Context: an optimization exercise on an open-source flow, tuned for small area, a short achievable clock period and few clock cycles. The choices shown serve that exercise and are no tape-out recipe.
Function was checked by simulation only, so behaviour that the tests miss may differ from the original.

$ cat design/flow/run.sh
#!/bin/bash
# synth_recipe.tcl (not shown) runs the flow's synth.tcl, then flattens the netlist and writes it again
# the make line also repeats each setting of config.mk as NAME=value (left out here)
make -C /OpenROAD-flow-scripts/flow DESIGN_CONFIG=/design/flow/config.mk WORK_HOME=/design/flow/orfs CLKGATE_MAP_FILE= SYNTH_SCRIPT=/design/flow/synth_recipe.tcl finish
$ cat design/flow/config.mk
export PLATFORM = sky130hd
export DESIGN_NAME = mm_top
export DESIGN_NICKNAME = mm_top
export VERILOG_FILES = /design/flow/design.v
export SDC_FILE = /design/flow/constraint.sdc
export NUM_CORES = 4
export LEC_CHECK = 0
export CAP_MARGIN = 20
export CORE_MARGIN = 2
export CORE_UTILIZATION = 40
export SLEW_MARGIN = 20
$ cat design/flow/constraint.sdc
create_clock -name core_clock -period 6.0 [get_ports {clk_i}]
set_input_delay 1.2000 -clock core_clock [delete_from_list [all_inputs] [get_ports {clk_i}]]
set_output_delay 1.2000 -clock core_clock [all_outputs]
set_load 0.01 [all_outputs]
$ cat design/flow/design.v
package mm_pkg;
  localparam int DATA_WIDTH = 8;                        
  localparam int N = 4;                                 
  localparam int MULTIPLY_DATA_WIDTH = 2 * DATA_WIDTH;  
  localparam int ACCUM_DATA_WIDTH = 16;                 
  localparam int ACC_WIDTH = MULTIPLY_DATA_WIDTH + ACCUM_DATA_WIDTH;
  localparam int ADDR_WIDTH = 16;                       
  localparam int MAX_MATRIX_LENGTH = 4096;              
  localparam int LEN_WIDTH = $clog2(MAX_MATRIX_LENGTH + 1);  
  localparam int FIFO_DEPTH = 4;                        
  typedef logic [DATA_WIDTH-1:0] data_t;                
  typedef logic [ACC_WIDTH-1:0]  acc_t;                 
  typedef logic [ADDR_WIDTH-1:0] addr_t;                
  typedef logic [LEN_WIDTH-1:0]  len_t;                 
  typedef data_t [N-1:0] operand_vec_t;
  typedef acc_t [N-1:0] result_row_t;
endpackage
`timescale 1ns/1ps
module stream_fifo #(
  parameter int W = mm_pkg::N * mm_pkg::DATA_WIDTH                  
) (
  input  logic clk_i,
  input  logic rst_n_i,
  input  logic push_i,                              
  input  logic [W-1:0] push_data_i,
  output logic full_o,
  input  logic pop_i,                               
  output logic [W-1:0] pop_data_o,                         
  output logic empty_o
);
  logic [W-1:0]                   mem_q [mm_pkg::FIFO_DEPTH];
  logic [$clog2(mm_pkg::FIFO_DEPTH)-1:0]  wr_ptr_q;
  logic [$clog2(mm_pkg::FIFO_DEPTH)-1:0]  rd_ptr_q;
  logic [$clog2(mm_pkg::FIFO_DEPTH+1)-1:0] count_q;         
  logic                           do_push;
  logic                           do_pop;
  assign full_o     = (count_q == mm_pkg::FIFO_DEPTH);
  assign empty_o    = (count_q == 0);
  assign do_push    = push_i && !full_o;            
  assign do_pop     = pop_i && !empty_o;
  assign pop_data_o = mem_q[rd_ptr_q];
  always_ff @(posedge clk_i or negedge rst_n_i) begin
    if (!rst_n_i) begin
      wr_ptr_q <= '0;
      rd_ptr_q <= '0;
      count_q  <= '0;
    end else begin
      if (do_push) wr_ptr_q <= (wr_ptr_q == mm_pkg::FIFO_DEPTH - 1) ? '0 : wr_ptr_q + 1'b1;
      if (do_pop)  rd_ptr_q <= (rd_ptr_q == mm_pkg::FIFO_DEPTH - 1) ? '0 : rd_ptr_q + 1'b1;
      if (do_push && !do_pop)      count_q <= count_q + 1'b1;
      else if (do_pop && !do_push) count_q <= count_q - 1'b1;
    end
  end
  always_ff @(posedge clk_i) begin
    if (do_push) mem_q[wr_ptr_q] <= push_data_i;
  end
endmodule
`timescale 1ns/1ps
module mm_controller (
  input  logic  clk_i,
  input  logic  rst_n_i,
  input  logic  instr_valid_i,    
  input  mm_pkg::addr_t a_addr_i,
  input  mm_pkg::addr_t b_addr_i,
  input  mm_pkg::addr_t c_addr_i,
  input  mm_pkg::len_t  len_i,            
  output logic  instr_ready_o,    
  output logic  start_o,          
  output mm_pkg::addr_t a_base_o,
  output mm_pkg::addr_t b_base_o,
  output mm_pkg::addr_t c_base_o,
  output mm_pkg::len_t  len_o,
  input  logic  job_done_i,       
  output logic  done_o
);
  typedef enum logic {ST_IDLE, ST_BUSY} state_e;
  state_e state_q;
  logic   accept;
  assign instr_ready_o = (state_q == ST_IDLE);
  assign accept        = instr_valid_i && instr_ready_o;  
  always_ff @(posedge clk_i or negedge rst_n_i) begin
    if (!rst_n_i) begin
      state_q <= ST_IDLE;
      start_o <= 1'b0;
      done_o  <= 1'b0;
    end else begin
      start_o <= accept;          
      done_o  <= 1'b0;
      case (state_q)
        ST_IDLE: if (accept) state_q <= ST_BUSY;
        ST_BUSY: begin
          if (job_done_i) begin
            state_q <= ST_IDLE;   
            done_o  <= 1'b1;
          end
        end
        default: state_q <= ST_IDLE;
      endcase
    end
  end
  always_ff @(posedge clk_i) begin
    if (accept) begin
      a_base_o <= a_addr_i;
      b_base_o <= b_addr_i;
      c_base_o <= c_addr_i;
      len_o    <= len_i;
    end
  end
endmodule
`timescale 1ns/1ps
module operand_reader (
  input  logic         clk_i,
  input  logic         rst_n_i,
  input  logic         start_i,       
  input  mm_pkg::addr_t        base_i,        
  input  mm_pkg::len_t         len_i,         
  output logic         rd_req_o,      
  output mm_pkg::addr_t        rd_addr_o,
  input  logic         rd_valid_i,    
  input  mm_pkg::operand_vec_t rd_data_i,
  output logic         push_o,        
  output mm_pkg::operand_vec_t push_data_o,
  input  logic         fifo_full_i
);
  mm_pkg::addr_t base_q;
  mm_pkg::len_t  len_q;
  mm_pkg::len_t  k_q;                         
  logic  req_q;
  logic  taken;
  logic  more;
  assign taken = req_q && rd_valid_i;          
  assign more  = (k_q != len_q);               
  assign rd_req_o    = req_q;
  assign rd_addr_o   = base_q + mm_pkg::addr_t'(k_q);  
  assign push_o      = taken;
  assign push_data_o = rd_data_i;              
  always_ff @(posedge clk_i or negedge rst_n_i) begin
    if (!rst_n_i) begin
      len_q <= '0;
      k_q   <= '0;
      req_q <= 1'b0;
    end else if (start_i) begin
      len_q <= len_i;
      k_q   <= '0;
      req_q <= !fifo_full_i;          
    end else if (taken) begin
      k_q   <= k_q + 1'b1;
      req_q <= 1'b0;                  
    end else if (!req_q && more && !fifo_full_i) begin
      req_q <= 1'b1;                  
    end
  end
  always_ff @(posedge clk_i) begin
    if (start_i) base_q <= base_i;
  end
endmodule
`timescale 1ns/1ps
module outer_product_mac (
  input  logic         clk_i,
  input  logic         rst_n_i,
  input  logic         start_i,         
  input  mm_pkg::len_t         len_i,
  input  logic         a_empty_i,
  input  logic         b_empty_i,
  input  logic [mm_pkg::N*mm_pkg::DATA_WIDTH-1:0] a_data_i,        
  input  logic [mm_pkg::N*mm_pkg::DATA_WIDTH-1:0] b_data_i,        
  output logic         a_pop_o,
  output logic         b_pop_o,
  output logic         row_push_o,      
  output logic [mm_pkg::N*mm_pkg::ACC_WIDTH-1:0] row_o,
  input  logic         c_full_i
);
  logic [mm_pkg::MULTIPLY_DATA_WIDTH-1:0] prod_q [mm_pkg::N*mm_pkg::N];  
  mm_pkg::acc_t                           acc_q [mm_pkg::N*mm_pkg::N];   
  logic                           prod_valid_q;
  mm_pkg::len_t                           len_q;
  mm_pkg::len_t                           taken_q;        
  mm_pkg::len_t                           summed_q;       
  logic                           drain_q;
  logic [$clog2(mm_pkg::N)-1:0]           row_q;          
  logic                           pop;
  assign pop        = (taken_q != len_q) && !a_empty_i && !b_empty_i;
  assign a_pop_o    = pop;                        
  assign b_pop_o    = pop;
  assign row_push_o = drain_q && !c_full_i;
  always_comb begin
    for (int j = 0; j < mm_pkg::N; j++) begin
      row_o[j*mm_pkg::ACC_WIDTH +: mm_pkg::ACC_WIDTH] = acc_q[int'(row_q)*mm_pkg::N + j];
    end
  end
  always_ff @(posedge clk_i or negedge rst_n_i) begin
    if (!rst_n_i) begin
      prod_valid_q <= 1'b0;
      len_q        <= '0;
      taken_q      <= '0;
      summed_q     <= '0;
      drain_q      <= 1'b0;
      row_q        <= '0;
    end else if (start_i) begin
      prod_valid_q <= 1'b0;
      len_q        <= len_i;
      taken_q      <= '0;
      summed_q     <= '0;
      row_q        <= '0;
    end else begin
      prod_valid_q <= pop;
      if (pop) taken_q <= taken_q + 1'b1;
      if (prod_valid_q) begin
        summed_q <= summed_q + 1'b1;
        if (summed_q == len_q - 1'b1) drain_q <= 1'b1;  
      end
      if (row_push_o) begin
        row_q <= (row_q == mm_pkg::N - 1) ? '0 : row_q + 1'b1;
        if (row_q == mm_pkg::N - 1) drain_q <= 1'b0;            
      end
    end
  end
  always_ff @(posedge clk_i) begin
    for (int i = 0; i < mm_pkg::N; i++) begin
      for (int j = 0; j < mm_pkg::N; j++) begin
        prod_q[i*mm_pkg::N+j] <= a_data_i[i*mm_pkg::DATA_WIDTH +: mm_pkg::DATA_WIDTH] *
                                 b_data_i[j*mm_pkg::DATA_WIDTH +: mm_pkg::DATA_WIDTH];
        if (start_i) acc_q[i*mm_pkg::N+j] <= '0;
        else if (prod_valid_q) acc_q[i*mm_pkg::N+j] <= acc_q[i*mm_pkg::N+j] + mm_pkg::acc_t'(prod_q[i*mm_pkg::N+j]);
      end
    end
  end
endmodule
`timescale 1ns/1ps
module result_writer (
  input  logic        clk_i,
  input  logic        rst_n_i,
  input  logic        start_i,        
  input  mm_pkg::addr_t       base_i,
  input  logic        c_empty_i,
  input  mm_pkg::result_row_t c_data_i,       
  output logic        c_pop_o,
  output logic        wr_valid_o,
  output mm_pkg::addr_t       wr_addr_o,
  output mm_pkg::result_row_t wr_data_o,
  input  logic        wr_ready_i,
  output logic        job_done_o      
);
  mm_pkg::addr_t                base_q;
  mm_pkg::result_row_t          data_q;
  logic                 valid_q;
  logic [$clog2(mm_pkg::N)-1:0] row_q;        
  logic                 wr_done;
  assign c_pop_o    = !valid_q && !c_empty_i;     
  assign wr_done    = valid_q && wr_ready_i;
  assign wr_valid_o = valid_q;
  assign wr_addr_o  = base_q + mm_pkg::addr_t'(row_q);    
  assign wr_data_o  = data_q;
  assign job_done_o = wr_done && (row_q == mm_pkg::N - 1);
  always_ff @(posedge clk_i or negedge rst_n_i) begin
    if (!rst_n_i) begin
      valid_q <= 1'b0;
      row_q   <= '0;
    end else if (start_i) begin
      valid_q <= 1'b0;
      row_q   <= '0;
    end else if (c_pop_o) begin
      valid_q <= 1'b1;
    end else if (wr_done) begin
      valid_q <= 1'b0;
      row_q   <= (row_q == mm_pkg::N - 1) ? '0 : row_q + 1'b1;
    end
  end
  always_ff @(posedge clk_i) begin
    if (start_i) base_q <= base_i;
    if (c_pop_o) data_q <= c_data_i;   
  end
endmodule
`timescale 1ns/1ps
module mm_top (
  input  logic         clk_i,
  input  logic         rst_n_i,
  input  logic         instr_valid_i,
  input  mm_pkg::addr_t        a_addr_i,
  input  mm_pkg::addr_t        b_addr_i,
  input  mm_pkg::addr_t        c_addr_i,
  input  mm_pkg::len_t         len_i,
  output logic         instr_ready_o,
  output logic         done_o,
  output logic         a_rd_req_o,       
  output mm_pkg::addr_t        a_rd_addr_o,
  input  logic         a_rd_valid_i,
  input  mm_pkg::operand_vec_t a_rd_data_i,
  output logic         b_rd_req_o,       
  output mm_pkg::addr_t        b_rd_addr_o,
  input  logic         b_rd_valid_i,
  input  mm_pkg::operand_vec_t b_rd_data_i,
  output logic         wr_valid_o,       
  output mm_pkg::addr_t        wr_addr_o,
  output mm_pkg::result_row_t  wr_data_o,
  input  logic         wr_ready_i
);
  logic         start;
  mm_pkg::addr_t        a_base, b_base, c_base;
  mm_pkg::len_t         len;
  logic         job_done;
  logic         a_push, a_full, a_pop, a_empty;
  mm_pkg::operand_vec_t a_push_data, a_pop_data;
  logic         b_push, b_full, b_pop, b_empty;
  mm_pkg::operand_vec_t b_push_data, b_pop_data;
  logic         c_push, c_full, c_pop, c_empty;
  mm_pkg::result_row_t  c_push_data, c_pop_data;
  mm_controller u_controller (.clk_i, .rst_n_i, .instr_valid_i, .a_addr_i, .b_addr_i,
    .c_addr_i, .len_i, .instr_ready_o, .start_o(start), .a_base_o(a_base), .b_base_o(b_base),
    .c_base_o(c_base), .len_o(len), .job_done_i(job_done), .done_o);
  operand_reader u_a_reader (.clk_i, .rst_n_i, .start_i(start), .base_i(a_base), .len_i(len),
    .rd_req_o(a_rd_req_o), .rd_addr_o(a_rd_addr_o), .rd_valid_i(a_rd_valid_i),
    .rd_data_i(a_rd_data_i), .push_o(a_push), .push_data_o(a_push_data), .fifo_full_i(a_full));
  operand_reader u_b_reader (.clk_i, .rst_n_i, .start_i(start), .base_i(b_base), .len_i(len),
    .rd_req_o(b_rd_req_o), .rd_addr_o(b_rd_addr_o), .rd_valid_i(b_rd_valid_i),
    .rd_data_i(b_rd_data_i), .push_o(b_push), .push_data_o(b_push_data), .fifo_full_i(b_full));
  stream_fifo #(.W(mm_pkg::N * mm_pkg::DATA_WIDTH)) u_a_fifo (.clk_i, .rst_n_i, .push_i(a_push),
    .push_data_i(a_push_data), .full_o(a_full), .pop_i(a_pop), .pop_data_o(a_pop_data),
    .empty_o(a_empty));
  stream_fifo #(.W(mm_pkg::N * mm_pkg::DATA_WIDTH)) u_b_fifo (.clk_i, .rst_n_i, .push_i(b_push),
    .push_data_i(b_push_data), .full_o(b_full), .pop_i(b_pop), .pop_data_o(b_pop_data),
    .empty_o(b_empty));
  outer_product_mac u_mac (.clk_i, .rst_n_i, .start_i(start), .len_i(len), .a_empty_i(a_empty),
    .b_empty_i(b_empty), .a_data_i(a_pop_data), .b_data_i(b_pop_data), .a_pop_o(a_pop),
    .b_pop_o(b_pop), .row_push_o(c_push), .row_o(c_push_data), .c_full_i(c_full));
  stream_fifo #(.W(mm_pkg::N * mm_pkg::ACC_WIDTH)) u_c_fifo (.clk_i, .rst_n_i, .push_i(c_push),
    .push_data_i(c_push_data), .full_o(c_full), .pop_i(c_pop), .pop_data_o(c_pop_data),
    .empty_o(c_empty));
  result_writer u_writer (.clk_i, .rst_n_i, .start_i(start), .base_i(c_base),
    .c_empty_i(c_empty), .c_data_i(c_pop_data), .c_pop_o(c_pop), .wr_valid_o, .wr_addr_o,
    .wr_data_o, .wr_ready_i, .job_done_o(job_done));
endmodule
==> flow_summary.json <==
{
  "status": "complete, no violations",
  "async_reset_ff_frac": 0.0524,
  "first_pass_iters": 7,
  "tightest_slew_ns": 1.16,
  "fmax_ghz": 0.174,
  "vias": 79500,
  "grt_max_degree": 185,
  "synth_nets": 12200,
  "area_growth_pct": 14.0,
  "drc_errors": 0,
  "cp_data_arrival_time_ns": 6.50,
  "routabilityCongestion": 0.895,
  "cts_buffers": 208,
  "rrSetupSlack_ns": 0.25,
  "io_pins": 312,
  "fin_area_sq_um": 129000,
  "max-cap-violations": 0,
  "synthCells": 10600,
  "wl_per_cell_um": 21.1,
  "core-area_sq_um": 282000,
  "synth_edf_count": 1005,
  "cts.sinks": 1871,
  "clk_pin_slew_ns": 0.06,
  "worst_slack_ns": 0.248,
  "clk_path_buf_depth": 4,
  "critPathLaunch": "u_b_fifo.rd_ptr_q[1]$_DFFE_PN0P_",
  "final_max_slew_viol_count": 0,
  "final_cell_mix": "1614 x nor2_1, 1039 x inv_1, 1005 x edfxtp_1",
  "ctsHoldBuffers": 0,
  "drt_iter0_markers": 6595,
  "row_count": 195,
  "finalNetCount": 12500,
  "ys.warnings.count": 8,
  "syn_area_per_cell_sq_um": 10.6,
  "fin_crit_sh": 0.959,
  "clk_latency_ns": 0.90,
  "antenna_found_initial": 28,
  "root_buffer": "clkbuf_16",
  "final_common_cell": "nor2_1",
  "dpl.hpwl_um": 229000,
  "die_w_um": 535,
  "grt-ovfl-total": 0,
  "portBuffers": 311,
  "grt_usage": 0.216,
  "rsz0062_at_grt": "true",
  "totalWireLength_um": 312000,
  "start_kind": "flip-flop",
  "relSlewSlack": 0.224,
  "synth_ff_type": "edfxtp_1",
  "drive_above_1_share": 0.0906,
  "finalHoldViolations": 0,
  "preCtsSetupSlack_ns": 0.0218,
  "timing.rr.start": "u_b_fifo.rd_ptr_q[1]$_DFFE_PN0P_",
  "cts_tree": "built",
  "worstPathMaxFanout": 22,
  "r2r_end": "u_mac.prod_q[2][14]$_DFF_P_",
  "finalSetupViolCount": 0,
  "fp.dieH_um": 535,
  "grt_pass1_vias": 79500,
  "grt_pass1_wl_um": 480000,
  "critPathRequiredTime_ns": 6.74,
  "ys_seq_area_frac": 0.425,
  "critical_path.endpoint": "u_mac.prod_q[2][14]$_DFF_P_",
  "placed_area_sq_um": 122000,
  "synthDistinctLibCells": 94,
  "min_period_ns": 5.75,
  "worstHoldPathType": "input port to async pin",
  "routed_via_density": 5.37,
  "die_area_sq_um": 287000,
  "cp-end-kind": "flip-flop",
  "htreeDepth": 4,
  "ant_nets": 0,
  "initial_core_util": 0.401,
  "synth-seq-cells": 1871,
  "worstRegToRegCells": 18,
  "crit_type": "flip-flop to flip-flop",
  "syn_area_sq_um": 113000,
  "clock_skew_ns": 0.0680
}
[how the worst min path moves through the flow]
stage / slack (ns) / depth (start not counted) / start / to
CTS: 0.32 / 1 / rst_n_i / u_b_fifo.wr_ptr_q[1]$_DFFE_PN0P_
finish: 0.34 / 1 / rst_n_i / u_b_fifo.wr_ptr_q[1]$_DFFE_PN0P_
detailed placement: 0.40 / 0 / u_controller.a_base_o[0]$_DFFE_PP_ / u_a_reader.base_q[0]$_DFFE_PP_
global route: 0.38 / 1 / rst_n_i / u_b_fifo.wr_ptr_q[1]$_DFFE_PN0P_
global placement: 0.40 / 0 / u_controller.a_base_o[1]$_DFFE_PP_ / u_a_reader.base_q[1]$_DFFE_PP_
floorplan: 0.40 / 0 / u_controller.a_base_o[0]$_DFFE_PP_ / u_a_reader.base_q[0]$_DFFE_PP_
[per-layer routing]
layer	vias to the layer above	GRT usage	wire length (um)
li1	37100	-	-
met1	39700	0.316	146000
met2	2331	0.332	136000
met3	429	0.0320	21000
met4	8	0.0637	9200
met5	-	0	57
[layout make-up]
cell class | count | area, sq um
tap | 3743 | 4680
sequential | 1871 | 48000
fill | 25800 | 153000
inverter | 1041 | 3910
antenna | 8 | 20.0
timing repair buffer | 513 | 5390
clock buffer | 285 | 5870
multi-input combinational | 7255 | 59800
clock inverter | 100 | 1030
[critical path, cell delays in order, from the launching register on]
cell and delay [ns]:
dfrtp_4 0.57, buf_12 0.21, mux2_2 0.37, o21ai_2 0.44, buf_6 0.31, nor2_1 0.11, fa_1 0.57, fa_1 0.43
fa_1 0.49, inv_1 0.05, fa_1 0.47, inv_1 0.04, ha_1 0.21, or2_2 0.30, o22ai_1 0.19, o2111ai_1 0.24
a21o_1 0.23, a21oi_1 0.17, xnor2_1 0.17
[registers in the layout (all words and copies together) (netlist names), 16 cells and up]
register / cells
u_mac.acc_q: 512
u_controller.a_base_o: 16
u_a_fifo.mem_q: 128
u_a_reader.base_q: 16
u_writer.data_q: 128
u_c_fifo.mem_q: 512
u_controller.b_base_o: 16
u_mac.prod_q: 256
u_writer.base_q: 16
u_b_reader.base_q: 16
u_b_fifo.mem_q: 128
u_controller.c_base_o: 16
[cells by family (layout without fill, tap and decap cells)]
group / count (synthesis) / in the layout / share of synthesized area
AND/OR/NAND/NOR: 3137 / 3137 / 0.126
multiplexers: 435 / 435 / 0.0537
XOR/XNOR: 671 / 671 / 0.0520
AO/OA/AOI/OAI: 1526 / 1526 / 0.0887
flip-flops: 1871 / 1871 / 0.425
adder cells (fa/ha/maj): 1486 / 1486 / 0.204
other: 0 / 8 / 0
buffers and inverters: 1494 / 1939 / 0.0500
[cells in the mapped netlist (13+ instances only)]
cell	count	area [sq um]
a31oi_1	23	144
mux2_2	86	968
dfxtp_1	768	15400
clkbuf_1	388	1460
a21oi_1	383	1920
buf_2	29	145
nor2b_1	102	638
o21bai_1	46	345
o22ai_1	13	81.3
o31ai_1	20	150
a21boi_0	34	255
and4_1	20	175
nor4_1	28	175
a21o_1	110	826
a22oi_1	196	1470
xnor2_1	396	3470
fa_1	598	12000
o21ai_1	65	325
or2_2	137	857
and3_1	90	563
mux4_2	128	2880
dfrtp_1	98	2450
o211ai_1	31	233
or3_1	90	563
nor3_1	121	606
ha_1	888	11100
mux2i_1	220	2200
nor2_1	1615	6060
nand4_1	69	432
buf_1	36	135
nor3b_1	20	150
nand2b_1	97	607
a211oi_1	70	526
nand3_1	246	1230
and2_1	37	231
o21ai_0	268	1340
edfxtp_1	1005	30200
o41ai_1	15	131
xor2_1	275	2410
o21a_1	78	586
inv_1	1039	3900
nand2_1	432	1620
a222oi_1	32	320
[metrics by stage]
step / setup TNS, ns / std cells / hold WS, ns / utilization
final: 0 / 14800 / 0.340 / 0.457
after global routing: -0.0397 / 14800 / 0.378 / 0.457
after CTS: 0 / 14800 / 0.317 / 0.457
after detailed placement: 0 / 14400 / 0.405 / 0.432
after global placement: 0 / 14400 / 0.400 / 0.432
after floorplan: 0 / 10600 / 0.400 / -
[repair_timing]
item,in CTS,in global routing
resized for setup,0,17
buffers inserted,2,2
pin swaps,1,0
endpoints found under the setup margin,1,36
gates cloned,0,1
Testbench counts, summed over its fixed seeds: cycles 28,637.

==> afterwards: timing with drivers on the ports <==
The results above use ideal ports. As a check the final layout listed here was re-extracted and re-timed, cells and wires unchanged.
Step 1, drivers: a clkbuf_16 drives clk_i and a buf_2 each remaining input, both assumed.
Step 2 times the ports against the registers' clock, not the clock port: input delays grow and output delays shrink by t, the midpoint of the rising clock arrivals with the driver on.
Slacks: ideal ports / drivers / drivers and shift; pairs: ideal ports / drivers.
t, ns: 0.970
slack for setup (ns): 0.248 / 0.248 / 0.248
worst setup path after step 2: register to register
worst register clock-pin slew, ns: 0.07 / 0.07
pins driven straight from the clock port: 1
After both steps this run still meets setup and hold. The setup slack of this run moves by 0.000 ns with the drivers and by 0.000 ns with both steps.
